Context: an optimization exercise on an open-source flow, tuned for small area and a short achievable clock period. The choices shown serve that exercise and are no tape-out recipe. Only simulation tests tie the RTL to the original design; equivalence was not proved. Power is estimated from default activity; no workload was simulated.

### flow/run.sh
#!/bin/bash
# synth_recipe.tcl (not shown) runs the flow's synth.tcl, then flattens the netlist and writes it again
# the make line also repeats each setting of config.mk as NAME=value (left out here)
make -C /OpenROAD-flow-scripts/flow DESIGN_CONFIG=/design/flow/config.mk WORK_HOME=/design/flow/orfs CLKGATE_MAP_FILE= SYNTH_SCRIPT=/design/flow/synth_recipe.tcl finish
### flow/config.mk
export PLATFORM = sky130hd
export DESIGN_NAME = mul_ci_pipe
export DESIGN_NICKNAME = mul_ci_pipe
export VERILOG_FILES = /design/flow/design.v
export SDC_FILE = /design/flow/constraint.sdc
export NUM_CORES = 4
export LEC_CHECK = 0
export CAP_MARGIN = 20
export CORE_MARGIN = 2
export CORE_UTILIZATION = 40
export PLACE_DENSITY = 0.6
export SLEW_MARGIN = 20
### flow/constraint.sdc
create_clock -name core_clock -period 10.0 [get_ports {clock}]
set_input_delay 2.0000 -clock core_clock [delete_from_list [all_inputs] [get_ports {clock}]]
set_output_delay 2.0000 -clock core_clock [all_outputs]
set_load 0.01 [all_outputs]
### flow/design.v
module mul_ci_pipe #(
    parameter int WIDTH = 32,
    parameter int PIPE  = 3
) (
    input  logic             clock,
    input  logic             aclr,
    input  logic             clken,
    input  logic             start,
    input  logic [2:0]       n,
    input  logic [WIDTH-1:0] dataa,
    input  logic [WIDTH-1:0] datab,
    output logic [WIDTH-1:0] result,
    output logic             done,
    output logic             busy
);
    localparam int PW = 2 * WIDTH;
    localparam int XW = WIDTH + 1;
    typedef enum logic [2:0] {
        OP_MUL    = 3'd0,
        OP_MULXUU = 3'd1,
        OP_MULXSS = 3'd2,
        OP_MULXSU = 3'd3,
        OP_MAC    = 3'd4,
        OP_MACCLR = 3'd5,
        OP_ACCHI  = 3'd6,
        OP_RSVD   = 3'd7
    } op_e;
    logic                 cap_vld_d, cap_vld_q;
    op_e                  cap_op_d, cap_op_q;
    logic signed [XW-1:0] cap_a_d, cap_a_q;
    logic signed [XW-1:0] cap_b_d, cap_b_q;
    logic signed [PW-1:0] prod_c;
    logic                 ret_vld;
    op_e                  ret_op;
    logic        [PW-1:0] ret_prod;
    logic                 done_d, done_q;
    logic [WIDTH-1:0]     result_d, result_q;
    logic [PW-1:0]        acc_d, acc_q;
    always_comb begin
        logic sign_a;
        logic sign_b;
        sign_a    = (n == OP_MULXSS) || (n == OP_MULXSU) || (n == OP_MAC) || (n == OP_MACCLR);
        sign_b    = (n == OP_MULXSS) || (n == OP_MAC) || (n == OP_MACCLR);
        cap_vld_d = start;
        cap_op_d  = op_e'(n);
        cap_a_d   = {sign_a & dataa[WIDTH-1], dataa};
        cap_b_d   = {sign_b & datab[WIDTH-1], datab};
    end
    always_ff @(posedge clock) begin
        if (aclr) begin
            cap_vld_q <= 1'b0;
            cap_op_q  <= OP_MUL;
            cap_a_q   <= '0;
            cap_b_q   <= '0;
        end else if (clken) begin
            cap_vld_q <= cap_vld_d;
            cap_op_q  <= cap_op_d;
            cap_a_q   <= cap_a_d;
            cap_b_q   <= cap_b_d;
        end
    end
    assign prod_c = PW'(cap_a_q) * PW'(cap_b_q);
    generate
        if (PIPE == 1) begin : g_no_stage
            assign ret_vld  = cap_vld_q;
            assign ret_op   = cap_op_q;
            assign ret_prod = prod_c;
            assign busy     = cap_vld_q;
        end else begin : g_stage
            logic          stg_vld_d  [PIPE-1];
            logic          stg_vld_q  [PIPE-1];
            op_e           stg_op_d   [PIPE-1];
            op_e           stg_op_q   [PIPE-1];
            logic [PW-1:0] stg_prod_d [PIPE-1];
            logic [PW-1:0] stg_prod_q [PIPE-1];
            logic          any_vld;
            always_comb begin
                stg_vld_d[0]  = cap_vld_q;
                stg_op_d[0]   = cap_op_q;
                stg_prod_d[0] = prod_c;
                for (int i = 1; i < PIPE - 1; i++) begin
                    stg_vld_d[i]  = stg_vld_q[i-1];
                    stg_op_d[i]   = stg_op_q[i-1];
                    stg_prod_d[i] = stg_prod_q[i-1];
                end
            end
            always_ff @(posedge clock) begin
                if (aclr) begin
                    for (int i = 0; i < PIPE - 1; i++) begin
                        stg_vld_q[i]  <= 1'b0;
                        stg_op_q[i]   <= OP_MUL;
                        stg_prod_q[i] <= '0;
                    end
                end else if (clken) begin
                    for (int i = 0; i < PIPE - 1; i++) begin
                        stg_vld_q[i]  <= stg_vld_d[i];
                        stg_op_q[i]   <= stg_op_d[i];
                        stg_prod_q[i] <= stg_prod_d[i];
                    end
                end
            end
            always_comb begin
                any_vld = cap_vld_q;
                for (int i = 0; i < PIPE - 1; i++) begin
                    any_vld = any_vld | stg_vld_q[i];
                end
            end
            assign ret_vld  = stg_vld_q[PIPE-2];
            assign ret_op   = stg_op_q[PIPE-2];
            assign ret_prod = stg_prod_q[PIPE-2];
            assign busy     = any_vld;
        end
    endgenerate
    always_comb begin
        done_d   = ret_vld;
        result_d = result_q;
        acc_d    = acc_q;
        if (ret_vld) begin
            case (ret_op)
                OP_MUL:    result_d = ret_prod[WIDTH-1:0];
                OP_MULXUU,
                OP_MULXSS,
                OP_MULXSU: result_d = ret_prod[PW-1:WIDTH];
                OP_MAC: begin
                    acc_d    = acc_q + ret_prod;
                    result_d = acc_d[WIDTH-1:0];
                end
                OP_MACCLR: begin
                    acc_d    = ret_prod;
                    result_d = acc_d[WIDTH-1:0];
                end
                OP_ACCHI:  result_d = acc_q[PW-1:WIDTH];
                default:   result_d = '0;
            endcase
        end
    end
    always_ff @(posedge clock) begin
        if (aclr) begin
            done_q   <= 1'b0;
            result_q <= '0;
            acc_q    <= '0;
        end else if (clken) begin
            done_q   <= done_d;
            result_q <= result_d;
            acc_q    <= acc_d;
        end
    end
    assign done   = done_q;
    assign result = result_q;
endmodule
==> run summary <==
- Status: no timing/DRC/antenna violations
- Nets@finish: between 7000 and 8000
- Starting Density: 40.44%
- Setup TNS: 0 ps
- RD Place Congestion: 0.9227
- Synth top area share: a little over two fifths
- Cell taking the most area after synthesis: fa_1
- Post-route ant nets: 0
- Slew @ Worst Pin: between 1000 and 1500 ps
- Antenna Cells: 0
- H-tree depth: 2
- Hold path start: result_q[22]
- Crit path launch type: register
- Routed Wire Length: between 150 and 200 mm
- Overflow after GRT: 0
- VDD IR max: about 0.00013 V
- Dominant cells by area after synthesis: fa_1 42%, dfxtp_1 11%, inv_1 7.8%
- Critical path fanouts, max: 23
- Clock tree sinks: 303
- Routed wl met2: 73.15 mm
- P per Cell Area: roughly 110 nW/um^2
- FFs w/ async S/R, synth: 0%
- Average routed wire per standard cell: a little over 20 um
- Metal3 WL: ~8.1 mm
- Synth cell types: just under 80
- Synthesized flop and latch total: 303
- Resize count post-CTS: 0
- Layout cells sized above 1: around 3.8%
- Kind of critical path: register to register
- CTS Hold Bufs: 0
- Worst hold path depth: 2
- Fillcell total: around 13000
- Syn. warnings: 7
- Max-slew violation count: 0
- Iter 0 DRT Violations: a little under 3000
- Hold Violations, Final: 0
- Largest net degree at the start of global routing: 106
- CP Launch Point: cap_b_q[5]
- Final-report setup violation count: 0
- Crit path time final: between 8000 and 9000 ps
- FF-to-FF setup slack: 1270 ps
- First-pass GRT wire length: 250.4 mm
- Top Metal Used: met4
- # port buffers: roughly 100
- Post-synth top flop: dfxtp_1
- Final setup margin: 1272 ps
- Fmax: approximately 110 MHz
- FF-to-FF Start: cap_b_q[5]
- Area added between synthesis and finish: 7.601%
- # rows: between 100 and 150
- Max-cap violations: 0
- I/O pin cnt: 105
- CP required: around 10000 ps
- Slew margin rel.: between 20% and 30%
- Clock transition at the registers of the reported paths: around 60 ps
- Util after Layout: ~44%
- Pre-CTS WS: between 1000 and 1500 ps
- Core Region: roughly 130000 sq um
- Hold Path Class: register to register
- Layout Skew: roughly 51 ps
- Leak Pwr: between 20 and 30 nW
- Post-CTS Setup Repair Bufs: 0
- CTS tree: done
- DIE WIDTH: 371.8 um
- Met1 Routed Length: 71.88 mm
- Post-Syn Nets: between 7000 and 8000
- Worst setup EP type: register
- Post-Syn Area per Cell: 8.991 sq um
- Register area: approximately 6000 sq um
- Clock latency (worst-skew pair): ~650 ps
- Multi-input gate area: 42510 sq um
- Initial antenna violation count: 0
- Cells after synthesis: between 6000 and 7000
- Die area: 138200 sq um
- Inserted Clock Buffers: 40
- Post-synth EDFFs: 0
- Residual DRC: 0
- Hold endpoint: result_q[22]
- Total track usage: 23.22%
- Synth Cell Area: ~54000 sq um
- Critical R2R Capture: g_stage.stg_prod_q[0][53]
- Clk root buf: clkbuf_16
- Unrepaired setup endpoints after global routing: no
- Arr. time, crit path: 9190 ps
- Clock Path Buffers: 3
- Period utilization: between 80% and 90%
- Worst r2r path cells: 25
- Vias/cell: approximately 5.3
- DRT Pass-1 Iters: 5
- Vias in the first global route: ~43000
- Sequential area share after synthesis: between 10% and 20%
- Vias: roughly 40000
- DP Wirelength: 126.1 mm
- Die height: ~370 um
[Yosys cell counts, drive strengths merged (19+ instances only)]
cell type     n
o221ai       56
nor2        297
nand4        26
ha          275
xor2         31
nand3        37
clkbuf      327
nand2       742
a22oi        19
mux2i       209
o211ai       40
a211oi       30
nor2b        42
a31oi        24
o21ai       111
nor3         26
a21oi       234
o21bai       21
and2        546
a21o         58
xnor2        93
dfxtp       303
fa         1126
buf          30
inv        1122
[critical path, stage by stage, from the launching register on]
cell and delay, ps:
dfxtp_1 1010, buf_4 340, nand2_1 90, fa_1 480, fa_1 500, inv_1 50
fa_1 480, inv_1 70, fa_1 540, inv_1 60, fa_1 490, fa_1 510
fa_1 490, inv_1 50, fa_1 530, inv_1 60, ha_1 370, nand2_1 160
or3_1 420, a211oi_1 440, o2111ai_1 250, a21oi_1 350, nor2_1 130, o41ai_1 400
xnor2_1 170, o22ai_1 100
[placed cells by master (no fill, tap or decap), drive strengths merged, types with 12 or more instances in the layout]
master	count
nor3	26
o21ai	111
o21a	16
inv	1123
nand2b	17
nand4	26
o211ai	40
fa	1126
nand2	742
o221ai	56
nor2b	42
a211oi	30
nand3	37
o21bai	21
mux2i	209
clkbuf	49
a22oi	19
xnor2	93
a21o	58
a31oi	24
dfxtp	303
nor2	297
and3	12
o31ai	12
ha	275
and2	546
xor2	31
clkdlybuf4s50	102
a21oi	234
a21boi	13
buf	102
[worst max path at each step]
stage                                 to  slack, ps  cells after the start
3_5_place_dp   g_stage.stg_prod_q[0][61]       1310                     25
4_1_cts        g_stage.stg_prod_q[0][60]       1290                     23
5_1_grt        g_stage.stg_prod_q[0][60]        700                     23
3_3_place_gp   g_stage.stg_prod_q[0][60]       1340                     23
6_report       g_stage.stg_prod_q[0][53]       1270                     25
2_1_floorplan  g_stage.stg_prod_q[0][60]       2020                     25
[cells by family after synthesis]
| group | Yosys count | share of synthesized area [%] |
|---|---|---|
| simple gates | 1786 | 15.79 |
| buf+inv | 1480 | 10.30 |
| xor+xnor | 124 | 2.007 |
| flops | 303 | 11.21 |
| fa+ha+maj | 1401 | 48.02 |
| mux | 220 | 4.095 |
| compound gates | 704 | 8.583 |
[routing by layer]
layer | GRT usage [%] | vias up
met3 | 2.702 | 190
met2 | 38.06 | 1111
met5 | 0 | -
li1 | - | 18250
met4 | 5.606 | 0
met1 | 32.80 | 21070
[cell type report]
type                       instances  share of cell area, %
tap                             1768                  3.799
clock inverter                    22                 0.5007
clock buffer                      49                  1.880
sequential                       303                  10.45
inverter                        1123                  7.240
timing repair buffer             204                  3.116
multi-input combinational       4235                  73.02
[state kept, by name, indices dropped and copies added, names as in the netlist]
register            cells
g_stage.stg_vld_q       2
g_stage.stg_op_q        6
result_q               32
cap_a_q                33
cap_op_q                3
acc_q                  64
cap_vld_q               1
cap_b_q                33
done_q                  1
g_stage.stg_prod_q    128
[where the power goes]
| part | internal (W) | total (W) | leakage [nW] | switching [W] |
|---|---|---|---|---|
| clock | 0.000871 | 0.00153 | 0.650 | 0.000664 |
| sequential | 0.00133 | 0.00154 | 2.47 | 0.000210 |
| combinational | 0.00133 | 0.00334 | 25.2 | 0.00201 |
[per-stage QoR]
| stage | power, W | cells | hold slack [ps] | instance area (sq um) |
|---|---|---|---|---|
| floorplan | 0.003862 | 6018 | 434.8 | 54110 |
| global placement | 0.004855 | 7633 | 441.9 | 56840 |
| detailed placement | 0.004899 | 7633 | 447.9 | 56840 |
| CTS | 0.006467 | 7704 | 457.3 | 58220 |
| global route | 0.006940 | 7704 | 471.8 | 58220 |
| finish | 0.006413 | 7704 | 454.4 | 58220 |

[what the ideal ports hide]
How much do the figures lean on ideal ports? The routed layout below was timed once more, with nothing changed but the port constraints. Step 1, drivers: a clkbuf_16 drives clock and a buf_2 each remaining input, both assumed. Step 2 also shifts input and output timing later by t, the mid clock arrival at the registers, as if the neighbouring blocks saw the same clock. Slacks: ideal / step 1 / step 2; pairs: ideal / step 1.
shift t [ns]: 0.703
setup WS [ns]: 1.272 / 1.272 / 1.272
worst hold slack (ns): 0.454 / 0.454 / 0.454
worst setup path after step 2: register to register
slew at the worst register clock pin (ns): 0.07 / 0.07
After both steps this run still meets setup and hold. For this run, drivers alone change the setup slack by 0.000 ns; drivers and shift together by 0.000 ns.
